Source: an optimization exercise on an open RTL-to-GDS flow (aim: small area, a short achievable clock period and few clock cycles). Production flows keep margins and buffers that such runs may drop.
Where RTL was checked, it was by simulation tests only, not by an equivalence proof against the original.

==> run a <==
==> flow/design.v (excerpt) <==
module aluTop #(
    parameter int OutCredits = 2
) (
    input  wire logic                 clk,
    input  wire logic                 rstN,
    input  wire logic                 inValid,
    input  wire logic [31:0]          instr,
    input  wire logic [DataWidth-1:0] regA,
    input  wire logic [DataWidth-1:0] regB,
    output logic                      inCredit,
    output logic                      outValid,
    output logic      [DataWidth-1:0] result,
    output logic      [2:0]           flags,
    output logic                      illegal,
    input  wire logic                 outCredit
);
clock: 8.5 ns
lec_check: 0
cap_margin: 20
core_margin: 2
core_utilization: 60
cts_buf_list: sky130_fd_sc_hd__clkbuf_2 sky130_fd_sc_hd__clkbuf_4 sky130_fd_sc_hd__clkbuf_8
place_density: 0.8
setup_slack_margin: 5
slew_margin: 20
run.sh (not shown) runs the stock make flow with config.mk's settings and CLKGATE_MAP_FILE= SYNTH_SCRIPT=/design/flow/synth_recipe.tcl, a recipe that flattens the netlist after the stock synthesis.
==> run b (differences from run a) <==
--- a/flow/design.v
+++ b/flow/design.v
@@ -175,13 +175,13 @@
     output logic      [3:0]  logicTT,   
     output logic             isBr,      
     output logic             isBne,
     output logic             selShift,
     output logic             shLeft,
     output logic             shArith,
-    output logic             shVar,     
+    output logic             shConst,   
     output logic             ovfEn,
     output logic             sltEn,
     output logic             sltuEn,
     output logic             illegal
 );
     aluPkg::instrWord instr;
@@ -215,88 +215,81 @@
             endcase
         end
     end
     assign usesRt  = (opc == OpcRType) || (opc == OpcBeq) || (opc == OpcBne);
     assign badReg  = (rsField > 5'd1) || (usesRt && (rtField > 5'd1));
     assign illegal = badReg || badCode;
+    logic legal;
+    assign legal    = !illegal;
     assign isR      = !opc[3] && !opc[2];
-    assign useImm   = opc[3];
-    assign zeroExt  = opc[2];
-    assign selSum   = isR ? (fn[5] && !fn[2]) : (opc[3] && !opc[2]);
+    assign useImm   = !isR;                                
+    assign zeroExt  = opc[3] && opc[2];
+    assign selSum   = legal && (isR ? (fn[5] && !fn[2]) : (opc[3] && !opc[2]));
     assign sub      = isR ? (fn[5] && !fn[2] && fn[1]) : (opc[3] && !opc[2] && opc[1]);
-    assign isLogic  = isR ? (fn[5] && fn[2]) : (opc[3] && opc[2]);
+    assign isLogic  = legal && (isR ? (fn[5] && fn[2]) : (opc[3] && opc[2]));
     assign logicOp  = isR ? fn[1:0] : opc[1:0];            
     always_comb begin
         logicTT = 4'b0000;
         if (isLogic) begin
             case (logicOp)
                 2'b00: logicTT = 4'b1000;
                 2'b01: logicTT = 4'b1110;
                 2'b10: logicTT = 4'b0110;
                 2'b11: logicTT = 4'b0001;
             endcase
         end
     end
-    assign isBr     = !opc[3] && opc[2];
+    assign isBr     = legal && !opc[3] && opc[2];
     assign isBne    = opc[0];
-    assign selShift = isR && !fn[5];
-    assign shLeft   = !fn[1];
+    assign selShift = legal && isR && !fn[5];
+    assign shLeft   = isR && !fn[5] && !fn[1];              
     assign shArith  = fn[0];
-    assign shVar    = fn[2];
-    assign ovfEn    = isR ? (fn[5] && !fn[3] && !fn[2] && !fn[0]) : (opc[3] && !opc[2] && !opc[1] && !opc[0]);
-    assign sltEn    = isR ? (fn[5] && fn[3] && !fn[0]) : (opc[3] && !opc[2] && opc[1] && !opc[0]);
-    assign sltuEn   = isR ? (fn[5] && fn[3] && fn[0]) : (opc[3] && !opc[2] && opc[1] && opc[0]);
+    assign shConst  = isR && !fn[5] && !fn[2];
+    assign ovfEn    = legal && (isR ? (fn[5] && !fn[3] && !fn[2] && !fn[0]) : (opc[3] && !opc[2] && !opc[1] && !opc[0]));
+    assign sltEn    = legal && (isR ? (fn[5] && fn[3] && !fn[0]) : (opc[3] && !opc[2] && opc[1] && !opc[0]));
+    assign sltuEn   = legal && (isR ? (fn[5] && fn[3] && fn[0]) : (opc[3] && !opc[2] && opc[1] && opc[0]));
 endmodule
 `default_nettype wire
 `timescale 1ns/1ps
 `default_nettype none
 import aluPkg::*;
 module aluExecute (
     input  wire logic [DataWidth-1:0] x,
     input  wire logic [DataWidth-1:0] b,        
-    input  wire logic [15:0]          imm,
+    input  wire logic                 same,     
     input  wire logic                 selSum,
     input  wire logic                 sub,
     input  wire logic [3:0]           logicTT,
     input  wire logic                 isBr,
     input  wire logic                 isBne,
     input  wire logic                 selShift,
     input  wire logic                 shLeft,
     input  wire logic                 shArith,
-    input  wire logic                 shVar,
     output logic      [15:0]          lo,       
     output logic      [15:0]          xHi,      
     output logic      [15:0]          bHi,      
     output logic                      carry,    
     output logic                      zero      
 );
     logic [DataWidth-1:0] opB;
     logic [16:0]          sumLo;
     logic [DataWidth-1:0] bitw;
     logic [DataWidth-1:0] src;
-    logic [4:0]           shAmt;
     logic [DataWidth-1:0] shr;
-    logic                 same;
     logic [DataWidth-1:0] brRes;
     logic [DataWidth-1:0] other;
     assign opB    = b ^ {DataWidth{sub}};
     assign sumLo  = {1'b0, x[15:0]} + {1'b0, opB[15:0]} + {16'b0, sub};
     always_comb begin
         for (int i = 0; i < DataWidth; i++) begin
             bitw[i] = logicTT[{x[i], b[i]}];
         end
     end
-    always_comb begin
-        for (int i = 0; i < DataWidth; i++) begin
-            src[i] = shLeft ? b[DataWidth-1-i] : b[i];
-        end
-    end
-    assign shAmt = shVar ? x[4:0] : imm[10:6];
-    assign shr   = DataWidth'($signed({shArith & b[DataWidth-1], src}) >>> shAmt);
-    assign same  = (x == b);
-    assign brRes = (same ^ isBne) ? {{(DataWidth-18){imm[15]}}, imm, 2'b00} : DataWidth'(4);
+    assign src   = b;
+    assign shr   = DataWidth'($signed({shArith & b[DataWidth-1], src}) >>> x[4:0]);
+    assign brRes = (same ^ isBne) ? {b[DataWidth-3:0], 2'b00} : DataWidth'(4);
     assign other = (selShift ? shr : '0) | bitw | (isBr ? brRes : '0);
     assign lo    = selSum ? sumLo[15:0] : other[15:0];
     assign xHi   = selSum ? x[31:16] : other[31:16];
     assign bHi   = opB[31:16];
     assign carry = sumLo[16];
     assign zero  = isBr && same;
@@ -330,13 +323,13 @@
         end
     end
     assign resNext = selSum ? {sumHi[15:0], lo} : (revOut ? wordRev : word);
     assign flagsNext[FlagZero] = zeroFlag;
     assign flagsNext[FlagNeg]  = (sltEn && (sumHi[15] ^ ovf)) || (sltuEn && !sumHi[16]);
     assign flagsNext[FlagOvf]  = ovfEn && ovf;
-    assign res = {illegal, illegal ? 35'b0 : {flagsNext, resNext}};
+    assign res = {illegal, flagsNext, resNext};
 endmodule
 `default_nettype wire
 `timescale 1ns/1ps
 `default_nettype none
 import aluPkg::*;
 module aluTop #(
@@ -353,21 +346,23 @@
     output logic      [DataWidth-1:0] result,
     output logic      [2:0]           flags,
     output logic                      illegal,
     input  wire logic                 outCredit
 );
     logic dSelSum, dSub, dUseImm, dZeroExt, dIsBr, dIsBne, dSelShift;
-    logic dShLeft, dShArith, dShVar, dOvfEn, dSltEn, dSltuEn, dIll;
+    logic dShLeft, dShArith, dShConst, dOvfEn, dSltEn, dSltuEn, dIll;
     logic [3:0] dTT;
     logic                 v1;
     logic [DataWidth-1:0] x1, b1;
     logic [DataWidth-1:0] rtVal;
     logic [DataWidth-1:0] immExt;
-    logic [15:0]          imm1;
+    logic [DataWidth-1:0] rtRev;
+    logic                 same1;
+    logic [DataWidth-1:0] rsVal;
     logic s1SelSum, s1Sub, s1IsBr, s1IsBne, s1SelShift;
-    logic s1ShLeft, s1ShArith, s1ShVar, s1OvfEn, s1SltEn, s1SltuEn, s1Ill;
+    logic s1ShLeft, s1ShArith, s1OvfEn, s1SltEn, s1SltuEn, s1Ill;
     logic [3:0] s1TT;
     logic [15:0] eLo, eXHi, eBHi;
     logic        eCarry, eZero;
     logic        v2;
     logic [15:0] lo2, xHi2, bHi2;
     logic        carry2, zero2, selSum2, revOut2, ovfEn2, sltEn2, sltuEn2, ill2;
@@ -376,49 +371,54 @@
     logic        present;
     logic        credAvail;
     aluDecode uDecode (
         .instrBits(instr),
         .selSum(dSelSum), .sub(dSub), .useImm(dUseImm), .zeroExt(dZeroExt),
         .logicTT(dTT), .isBr(dIsBr), .isBne(dIsBne), .selShift(dSelShift),
-        .shLeft(dShLeft), .shArith(dShArith), .shVar(dShVar), .ovfEn(dOvfEn),
+        .shLeft(dShLeft), .shArith(dShArith), .shConst(dShConst), .ovfEn(dOvfEn),
         .sltEn(dSltEn), .sltuEn(dSltuEn), .illegal(dIll)
     );
     always_ff @(posedge clk or negedge rstN) begin
         if (!rstN) begin
             v1 <= 1'b0;
             v2 <= 1'b0;
         end else begin
             v1 <= inValid;
             v2 <= v1;
         end
     end
+    assign rsVal  = instr[21] ? regB : regA;
     assign rtVal  = instr[16] ? regB : regA;
     assign immExt = {{(DataWidth-16){instr[15] & !dZeroExt}}, instr[15:0]};
+    always_comb begin
+        for (int i = 0; i < DataWidth; i++) begin
+            rtRev[i] = rtVal[DataWidth-1-i];
+        end
+    end
     always_ff @(posedge clk) begin
-        x1         <= instr[21] ? regB : regA;
-        b1         <= dUseImm ? immExt : rtVal;
-        imm1       <= instr[15:0];
+        x1         <= {rsVal[DataWidth-1:5], dShConst ? instr[10:6] : rsVal[4:0]};
+        same1      <= (instr[21] == instr[16]) || (regA == regB);
+        b1         <= dUseImm ? immExt : (dShLeft ? rtRev : rtVal);
         s1SelSum   <= dSelSum;
         s1Sub      <= dSub;
         s1TT       <= dTT;
         s1IsBr     <= dIsBr;
         s1IsBne    <= dIsBne;
         s1SelShift <= dSelShift;
         s1ShLeft   <= dShLeft;
         s1ShArith  <= dShArith;
-        s1ShVar    <= dShVar;
         s1OvfEn    <= dOvfEn;
         s1SltEn    <= dSltEn;
         s1SltuEn   <= dSltuEn;
         s1Ill      <= dIll;
     end
     aluExecute uExecute (
-        .x(x1), .b(b1), .imm(imm1),
+        .x(x1), .b(b1), .same(same1),
         .selSum(s1SelSum), .sub(s1Sub),
         .logicTT(s1TT), .isBr(s1IsBr), .isBne(s1IsBne), .selShift(s1SelShift),
-        .shLeft(s1ShLeft), .shArith(s1ShArith), .shVar(s1ShVar),
+        .shLeft(s1ShLeft), .shArith(s1ShArith),
         .lo(eLo), .xHi(eXHi), .bHi(eBHi), .carry(eCarry), .zero(eZero)
     );
     always_ff @(posedge clk) begin
         lo2     <= eLo;
         xHi2    <= eXHi;
         bHi2    <= eBHi;
==> flow/flow/run.sh (new file) <==
#!/bin/bash
set -euo pipefail
bash standard.sh BUFFER_PORTS_ARGS="-buffer_cell sky130_fd_sc_hd__buf_2" finish > flow_make.log 2>&1
==> flow/standard.sh (new file) <==
#!/bin/bash
# synth_recipe.tcl (not shown) runs the flow's synth.tcl, then flattens the netlist and writes it again
# the make line also repeats each setting of config.mk as NAME=value (left out here)
make -C /OpenROAD-flow-scripts/flow DESIGN_CONFIG=/design/flow/config.mk WORK_HOME=/design/flow/orfs CLKGATE_MAP_FILE= SYNTH_SCRIPT=/design/flow/synth_recipe.tcl "${@:-finish}"
==> flow/config.mk (replaced) <==
export PLATFORM = sky130hd
export DESIGN_NAME = aluTop
export DESIGN_NICKNAME = aluTop
export VERILOG_FILES = /design/flow/design.v
export SDC_FILE = /design/flow/constraint.sdc
export NUM_CORES = 4
export LEC_CHECK = 0
export ABC_AREA = 1
export CAP_MARGIN = 20
export CORE_MARGIN = 2
export CORE_UTILIZATION = 60
export CTS_BUF_LIST = sky130_fd_sc_hd__clkbuf_4 sky130_fd_sc_hd__clkbuf_8
export CTS_CLUSTER_DIAMETER = 60
export CTS_CLUSTER_SIZE = 14
export PLACE_DENSITY = 0.8
export SETUP_SLACK_MARGIN = 5
export SLEW_MARGIN = 20
removed: flow/run.sh
==> run c (differences from run a) <==
--- a/flow/design.v
+++ b/flow/design.v
@@ -175,13 +175,13 @@
     output logic      [3:0]  logicTT,   
     output logic             isBr,      
     output logic             isBne,
     output logic             selShift,
     output logic             shLeft,
     output logic             shArith,
-    output logic             shVar,     
+    output logic             shConst,   
     output logic             ovfEn,
     output logic             sltEn,
     output logic             sltuEn,
     output logic             illegal
 );
     aluPkg::instrWord instr;
@@ -216,14 +216,14 @@
         end
     end
     assign usesRt  = (opc == OpcRType) || (opc == OpcBeq) || (opc == OpcBne);
     assign badReg  = (rsField > 5'd1) || (usesRt && (rtField > 5'd1));
     assign illegal = badReg || badCode;
     assign isR      = !opc[3] && !opc[2];
-    assign useImm   = opc[3];
-    assign zeroExt  = opc[2];
+    assign useImm   = !isR;                                
+    assign zeroExt  = opc[3] && opc[2];
     assign selSum   = isR ? (fn[5] && !fn[2]) : (opc[3] && !opc[2]);
     assign sub      = isR ? (fn[5] && !fn[2] && fn[1]) : (opc[3] && !opc[2] && opc[1]);
     assign isLogic  = isR ? (fn[5] && fn[2]) : (opc[3] && opc[2]);
     assign logicOp  = isR ? fn[1:0] : opc[1:0];            
     always_comb begin
         logicTT = 4'b0000;
@@ -238,47 +238,44 @@
     end
     assign isBr     = !opc[3] && opc[2];
     assign isBne    = opc[0];
     assign selShift = isR && !fn[5];
     assign shLeft   = !fn[1];
     assign shArith  = fn[0];
-    assign shVar    = fn[2];
+    assign shConst  = isR && !fn[5] && !fn[2];
     assign ovfEn    = isR ? (fn[5] && !fn[3] && !fn[2] && !fn[0]) : (opc[3] && !opc[2] && !opc[1] && !opc[0]);
     assign sltEn    = isR ? (fn[5] && fn[3] && !fn[0]) : (opc[3] && !opc[2] && opc[1] && !opc[0]);
     assign sltuEn   = isR ? (fn[5] && fn[3] && fn[0]) : (opc[3] && !opc[2] && opc[1] && opc[0]);
 endmodule
 `default_nettype wire
 `timescale 1ns/1ps
 `default_nettype none
 import aluPkg::*;
 module aluExecute (
     input  wire logic [DataWidth-1:0] x,
     input  wire logic [DataWidth-1:0] b,        
-    input  wire logic [15:0]          imm,
+    input  wire logic                 same,     
     input  wire logic                 selSum,
     input  wire logic                 sub,
     input  wire logic [3:0]           logicTT,
     input  wire logic                 isBr,
     input  wire logic                 isBne,
     input  wire logic                 selShift,
     input  wire logic                 shLeft,
     input  wire logic                 shArith,
-    input  wire logic                 shVar,
     output logic      [15:0]          lo,       
     output logic      [15:0]          xHi,      
     output logic      [15:0]          bHi,      
     output logic                      carry,    
     output logic                      zero      
 );
     logic [DataWidth-1:0] opB;
     logic [16:0]          sumLo;
     logic [DataWidth-1:0] bitw;
     logic [DataWidth-1:0] src;
-    logic [4:0]           shAmt;
     logic [DataWidth-1:0] shr;
-    logic                 same;
     logic [DataWidth-1:0] brRes;
     logic [DataWidth-1:0] other;
     assign opB    = b ^ {DataWidth{sub}};
     assign sumLo  = {1'b0, x[15:0]} + {1'b0, opB[15:0]} + {16'b0, sub};
     always_comb begin
         for (int i = 0; i < DataWidth; i++) begin
@@ -287,16 +284,14 @@
     end
     always_comb begin
         for (int i = 0; i < DataWidth; i++) begin
             src[i] = shLeft ? b[DataWidth-1-i] : b[i];
         end
     end
-    assign shAmt = shVar ? x[4:0] : imm[10:6];
-    assign shr   = DataWidth'($signed({shArith & b[DataWidth-1], src}) >>> shAmt);
-    assign same  = (x == b);
-    assign brRes = (same ^ isBne) ? {{(DataWidth-18){imm[15]}}, imm, 2'b00} : DataWidth'(4);
+    assign shr   = DataWidth'($signed({shArith & b[DataWidth-1], src}) >>> x[4:0]);
+    assign brRes = (same ^ isBne) ? {b[DataWidth-3:0], 2'b00} : DataWidth'(4);
     assign other = (selShift ? shr : '0) | bitw | (isBr ? brRes : '0);
     assign lo    = selSum ? sumLo[15:0] : other[15:0];
     assign xHi   = selSum ? x[31:16] : other[31:16];
     assign bHi   = opB[31:16];
     assign carry = sumLo[16];
     assign zero  = isBr && same;
@@ -353,21 +348,22 @@
     output logic      [DataWidth-1:0] result,
     output logic      [2:0]           flags,
     output logic                      illegal,
     input  wire logic                 outCredit
 );
     logic dSelSum, dSub, dUseImm, dZeroExt, dIsBr, dIsBne, dSelShift;
-    logic dShLeft, dShArith, dShVar, dOvfEn, dSltEn, dSltuEn, dIll;
+    logic dShLeft, dShArith, dShConst, dOvfEn, dSltEn, dSltuEn, dIll;
     logic [3:0] dTT;
     logic                 v1;
     logic [DataWidth-1:0] x1, b1;
     logic [DataWidth-1:0] rtVal;
     logic [DataWidth-1:0] immExt;
-    logic [15:0]          imm1;
+    logic                 same1;
+    logic [DataWidth-1:0] rsVal;
     logic s1SelSum, s1Sub, s1IsBr, s1IsBne, s1SelShift;
-    logic s1ShLeft, s1ShArith, s1ShVar, s1OvfEn, s1SltEn, s1SltuEn, s1Ill;
+    logic s1ShLeft, s1ShArith, s1OvfEn, s1SltEn, s1SltuEn, s1Ill;
     logic [3:0] s1TT;
     logic [15:0] eLo, eXHi, eBHi;
     logic        eCarry, eZero;
     logic        v2;
     logic [15:0] lo2, xHi2, bHi2;
     logic        carry2, zero2, selSum2, revOut2, ovfEn2, sltEn2, sltuEn2, ill2;
@@ -376,49 +372,49 @@
     logic        present;
     logic        credAvail;
     aluDecode uDecode (
         .instrBits(instr),
         .selSum(dSelSum), .sub(dSub), .useImm(dUseImm), .zeroExt(dZeroExt),
         .logicTT(dTT), .isBr(dIsBr), .isBne(dIsBne), .selShift(dSelShift),
-        .shLeft(dShLeft), .shArith(dShArith), .shVar(dShVar), .ovfEn(dOvfEn),
+        .shLeft(dShLeft), .shArith(dShArith), .shConst(dShConst), .ovfEn(dOvfEn),
         .sltEn(dSltEn), .sltuEn(dSltuEn), .illegal(dIll)
     );
     always_ff @(posedge clk or negedge rstN) begin
         if (!rstN) begin
             v1 <= 1'b0;
             v2 <= 1'b0;
         end else begin
             v1 <= inValid;
             v2 <= v1;
         end
     end
+    assign rsVal  = instr[21] ? regB : regA;
     assign rtVal  = instr[16] ? regB : regA;
     assign immExt = {{(DataWidth-16){instr[15] & !dZeroExt}}, instr[15:0]};
     always_ff @(posedge clk) begin
-        x1         <= instr[21] ? regB : regA;
+        x1         <= {rsVal[DataWidth-1:5], dShConst ? instr[10:6] : rsVal[4:0]};
+        same1      <= (instr[21] == instr[16]) || (regA == regB);
         b1         <= dUseImm ? immExt : rtVal;
-        imm1       <= instr[15:0];
         s1SelSum   <= dSelSum;
         s1Sub      <= dSub;
         s1TT       <= dTT;
         s1IsBr     <= dIsBr;
         s1IsBne    <= dIsBne;
         s1SelShift <= dSelShift;
         s1ShLeft   <= dShLeft;
         s1ShArith  <= dShArith;
-        s1ShVar    <= dShVar;
         s1OvfEn    <= dOvfEn;
         s1SltEn    <= dSltEn;
         s1SltuEn   <= dSltuEn;
         s1Ill      <= dIll;
     end
     aluExecute uExecute (
-        .x(x1), .b(b1), .imm(imm1),
+        .x(x1), .b(b1), .same(same1),
         .selSum(s1SelSum), .sub(s1Sub),
         .logicTT(s1TT), .isBr(s1IsBr), .isBne(s1IsBne), .selShift(s1SelShift),
-        .shLeft(s1ShLeft), .shArith(s1ShArith), .shVar(s1ShVar),
+        .shLeft(s1ShLeft), .shArith(s1ShArith),
         .lo(eLo), .xHi(eXHi), .bHi(eBHi), .carry(eCarry), .zero(eZero)
     );
     always_ff @(posedge clk) begin
         lo2     <= eLo;
         xHi2    <= eXHi;
         bHi2    <= eBHi;
==> flow/flow/run.sh (new file) <==
#!/bin/bash
set -euo pipefail
bash standard.sh BUFFER_PORTS_ARGS="-buffer_cell sky130_fd_sc_hd__buf_2" finish > flow_make.log 2>&1
==> flow/standard.sh (new file) <==
#!/bin/bash
# synth_recipe.tcl (not shown) runs the flow's synth.tcl, then flattens the netlist and writes it again
# the make line also repeats each setting of config.mk as NAME=value (left out here)
make -C /OpenROAD-flow-scripts/flow DESIGN_CONFIG=/design/flow/config.mk WORK_HOME=/design/flow/orfs CLKGATE_MAP_FILE= SYNTH_SCRIPT=/design/flow/synth_recipe.tcl "${@:-finish}"
==> flow/config.mk (replaced) <==
export PLATFORM = sky130hd
export DESIGN_NAME = aluTop
export DESIGN_NICKNAME = aluTop
export VERILOG_FILES = /design/flow/design.v
export SDC_FILE = /design/flow/constraint.sdc
export NUM_CORES = 4
export LEC_CHECK = 0
export ABC_AREA = 1
export CAP_MARGIN = 20
export CORE_MARGIN = 2
export CORE_UTILIZATION = 60
export CTS_BUF_LIST = sky130_fd_sc_hd__clkbuf_2 sky130_fd_sc_hd__clkbuf_4 sky130_fd_sc_hd__clkbuf_8
export PLACE_DENSITY = 0.8
export SETUP_SLACK_MARGIN = 5
export SLEW_MARGIN = 20
removed: flow/run.sh
==> results.toml <==
[run_status]
status = "timing/DRC/antenna clean"

[place]
place_area_sq_um = 17990
globalplace.congestion = 1.038

[synthesis]
synthSimpleGateAreaFrac_pct = 10.60
yosys.area_share.adder_pct = 2.857
synth-compound-area-share_pct = 17.56

[power]
p_clk_mw = 1.36

[worst_setup_path]
reg2reg_to = "xHi2[10]"
cp_top_family = "compound AO/OA/AOI/OAI gates"

[layout]
multi_input_area_sq_um = 8285
num-fill-cells = 1971
areaGrowthSynthToFinish_pct = 15.31

[sta]
hold_ws_ns = 0.3327

[detailed_routing]
met2_length_um = 23550
That was run a.
==> results.toml <==
[global_routing]
top_usage_layer = "met2"

[synthesis]
synth-compound-area-share_pct = 14.59
ys_top_cells_by_count = "nand2_1, nand3_1, o21ai_0, a21oi_1, edfxtp_1"
yosys_warnings = 7
synthSimpleGateAreaFrac_pct = 26.25
yosys.area_share.adder_pct = 2.824
synth_mux_area_share_pct = 1.278

[worst_setup_path]
rrSetupSlack_ns = 5.70
cp_top_family = "buffers and inverters"
reg2reg_to = "lo2[13]"

[layout]
areaGrowthSynthToFinish_pct = 9.265
multi_input_area_sq_um = 8182

[sta]
max_slew_margin_pct = 29.03

[power]
p_clk_mw = 1.14

[place]
globalplace.congestion = 1.118

[run_status]
status = "timing/DRC/antenna clean"

[detailed_routing]
met2_length_um = 22530
That was run c.
==> results.toml <==
[worst_hold_path]
hold_depth = 0

[layout]
multi_input_area_sq_um = 7859
num-fill-cells = 2328
areaGrowthSynthToFinish_pct = 7.642

[power]
p_clk_mw = 0.823

[place]
globalplace.congestion = 1.025

[detailed_routing]
met2_length_um = 23230

[synthesis]
synthSimpleGateAreaFrac_pct = 24.20
synth-compound-area-share_pct = 16.24
yosys.area_share.adder_pct = 2.855

[worst_setup_path]
cp_top_family = "simple AND/OR/NAND/NOR gates"
cp_slowest_cell = "nor2_4"

[sta]
hold_ws_ns = 0.3301

[run_status]
status = "timing/DRC/antenna clean"
That was run b.
Testbench counts of run c, summed over its fixed seeds: cycles 4,024.
Only the layout flow was run in run a and run b; the RTL was not checked for function there.

[afterwards: timing with drivers on the ports]
The results above use ideal ports. As a check the final layouts listed here were re-extracted and re-timed, cells and wires unchanged.
Step 1 sets driving cells, clkbuf_16 on the clock port and buf_2 on the other inputs (assumed; they add their load-dependent delay and slew).
Step 2 also shifts input and output timing later by t, the mid clock arrival at the registers, as if the neighbouring blocks saw the same clock.
Three values: ideal ports, drivers, drivers and shift; two values: the first two.
| run | shift t [ns] | slack for setup (ns) | hold slack, ns | worst setup path after step 2 | latest minus earliest clock arrival (ns) |
|---|---|---|---|---|---|
| run a | 0.636 | 5.043 / 5.043 / 4.954 | 0.333 / 0.333 / 0.333 | input to register | 0.048 / 0.048 |
| run b | 0.623 | 5.237 / 5.254 / 4.631 | 0.330 / 0.330 / 0.330 | input to register | 0.029 / 0.029 |
| run c | 0.633 | 5.535 / 5.567 / 4.933 | 0.346 / 0.346 / 0.346 | input to register | 0.043 / 0.043 |
After both steps every run listed still meets setup and hold. For run b, which loses most, drivers alone change the setup slack by +0.017 ns; drivers and shift together by -0.606 ns.
